This design comes from an exercise in tuning for small area and a short achievable clock period on the open sky130 flow, not from production work.

Design yuv_to_rgb_core, start of the top module:
module yuv_to_rgb_core (
	input  logic                CLOCK_50_I,
	input  logic                resetn,
	input  logic                pair_strobe,
	input  pixel_pkg::sample_t  y_even,
	input  pixel_pkg::sample_t  y_odd,
	input  pixel_pkg::sample_t  u_in,
	input  pixel_pkg::sample_t  v_in,
	output logic                rgb_strobe,
	output pixel_pkg::channel_t r_even,
	output pixel_pkg::channel_t g_even,
	output pixel_pkg::channel_t b_even,
	output pixel_pkg::channel_t r_odd,
	output pixel_pkg::channel_t g_odd,
	output pixel_pkg::channel_t b_odd
);
	logic [7:0] idx;
	logic in_valid;
	logic [1:0] flush_cnt;
	logic flush;
	logic shift;
	logic fill;
	logic emit;
	logic s1_valid;
	logic s2_valid;
	pixel_pkg::sample_t u_in_q;
	pixel_pkg::sample_t v_in_q;
	pixel_pkg::sample_t ye_in_q;
	pixel_pkg::sample_t yo_in_q;
	pixel_pkg::sample_t ly_even [3];
	pixel_pkg::sample_t ly_odd [3];
	logic [9:0] u_q_next, v_q_next, u_q_s1, v_q_s1;
	logic [9:0] u_r_next, v_r_next, u_r_s1, v_r_s1;
	logic [9:0] u_s_next, v_s_next, u_s_s1, v_s_s1;
	pixel_pkg::sample_t y_even_s1;
	pixel_pkg::sample_t y_odd_s1;
	pixel_pkg::sample_t u_win;
	pixel_pkg::sample_t v_win;
	pixel_pkg::sample_t u_odd_next;
	pixel_pkg::sample_t v_odd_next;
	logic [24:2] l_even_next;
	logic [24:2] l_odd_next;
	pixel_pkg::sample_t u_even_s2;
	pixel_pkg::sample_t v_even_s2;
	pixel_pkg::sample_t u_odd_s2;
	pixel_pkg::sample_t v_odd_s2;
	logic [24:2] l_even_s2;
	logic [24:2] l_odd_s2;
	pixel_pkg::channel_t r_even_d;
	pixel_pkg::channel_t g_even_d;
	pixel_pkg::channel_t b_even_d;
	pixel_pkg::channel_t r_odd_d;
	pixel_pkg::channel_t g_odd_d;
	pixel_pkg::channel_t b_odd_d;
	assign flush = flush_cnt != 2'd0;
	assign shift = in_valid || flush;
	assign fill = in_valid && idx == 8'd0;
	assign emit = (in_valid && idx >= 8'd3) || flush;
	always_ff @(posedge CLOCK_50_I or negedge resetn) begin
		if (!resetn) begin
			idx <= 8'(ctrl_pkg::LAST_PAIR);
  ...
Size in the first run: roughly 2900 cells after synthesis, ~84 I/O pins, ~30000 um2 of cells after synthesis.
export LEC_CHECK = 0
export ABC_AREA = 1
export CAP_MARGIN = 20
export CORE_MARGIN = 2
export CORE_UTILIZATION = 40
export SLEW_MARGIN = 20
create_clock -name core_clock -period 11.5 [get_ports {CLOCK_50_I}]
standard.sh (not shown) runs the stock make flow with config.mk's settings and CLKGATE_MAP_FILE= SYNTH_SCRIPT=/design/flow/synth_recipe.tcl, a recipe that flattens the netlist after the stock synthesis.
==> flow/flow/run.sh <==
#!/bin/bash
# Standard layout, with one extra step between synthesis and floorplan:
# flow/polarity.py re-polarises the full-adder cells of the standard
# synthesis netlist to drop the inverters synthesis leaves between them.
# Each tool's output goes to a log of its own in this folder.
set -e
R=orfs/results/$FLOW_PLATFORM/yuv_to_rgb_core/base
bash standard.sh synth > 1_synth_std.log 2>&1
cp $R/1_2_yosys.v 1_2_yosys_std.v
python3 flow/polarity.py 1_2_yosys_std.v $R/1_2_yosys.v > polarity.log 2>&1
export SETUP_SLACK_MARGIN=8.2
# Port buffers: a plain buffer rather than the delay cell buffer_ports picks
export BUFFER_PORTS_ARGS="-buffer_cell sky130_fd_sc_hd__buf_2"
bash standard.sh finish > finish.log 2>&1
Other scripts of this flow, unchanged in this note and not shown: flow/flow/polarity.py
Next try:
ABC_AREA = default   (was 1)
Result: Routed wire length is lower by 5.4%. First-iteration DRC count falls by 30%. Die area goes down by 4.9%.
Next try:
--- a/flow/flow/run.sh
+++ b/flow/flow/run.sh
@@ -9,5 +9,5 @@
 cp $R/1_2_yosys.v 1_2_yosys_std.v
 python3 flow/polarity.py 1_2_yosys_std.v $R/1_2_yosys.v > polarity.log 2>&1
-export SETUP_SLACK_MARGIN=8.2
+export SETUP_SLACK_MARGIN=8.0
 # Port buffers: a plain buffer rather than the delay cell buffer_ports picks
 export BUFFER_PORTS_ARGS="-buffer_cell sky130_fd_sc_hd__buf_2"
ABC_AREA = 1   (was default)
Result: The new run finished clean. Clock skew fell by 0.016 ns. Final area came out higher by 6.7%. Die area came out higher by 5.2%.
Next try:
--- a/flow/flow/run.sh
+++ b/flow/flow/run.sh
@@ -9,5 +9,5 @@
 cp $R/1_2_yosys.v 1_2_yosys_std.v
 python3 flow/polarity.py 1_2_yosys_std.v $R/1_2_yosys.v > polarity.log 2>&1
-export SETUP_SLACK_MARGIN=8.0
+export SETUP_SLACK_MARGIN=8.2
 # Port buffers: a plain buffer rather than the delay cell buffer_ports picks
 export BUFFER_PORTS_ARGS="-buffer_cell sky130_fd_sc_hd__buf_2"
CAP_MARGIN = 0   (was 20)
SLEW_MARGIN = 0   (was 20)
The changed run produced a clean layout; via count is about the same; worst hold slack improves by 0.0042 ns; fmax climbs by a few percent; flip-flop and latch count is unchanged; die area stays the same.
No run of this note included a check of the RTL's function; only the layout flow was run.

-- port drivers added, routing unchanged --
The results above use ideal ports. As a check the final layouts listed here were re-extracted and re-timed, cells and wires unchanged.
Step 1: set_driving_cell puts a clkbuf_16 on CLOCK_50_I and a buf_2 on each other input, an assumption about the parent block.
Step 2 also shifts input and output timing later by t, the mid clock arrival at the registers, as if the neighbouring blocks saw the same clock.
Three values: ideal ports, drivers, drivers and shift; two values: the first two.
| run | t, ns | setup slack, ns | slew at the worst register clock pin (ns) |
|---|---|---|---|
| the first run | 0.657 | 7.858 / 7.858 / 7.783 | 0.07 / 0.07 |
| the second run | 0.639 | 7.173 / 7.173 / 7.173 | 0.07 / 0.07 |
| the third run | 0.663 | 7.782 / 7.782 / 7.643 | 0.07 / 0.07 |
| the fourth run | 0.657 | 7.858 / 7.858 / 7.783 | 0.07 / 0.07 |
After both steps every run listed still meets setup and hold. The setup slack of the third run, which loses most, moves by 0.000 ns with the drivers and by -0.139 ns with both steps.
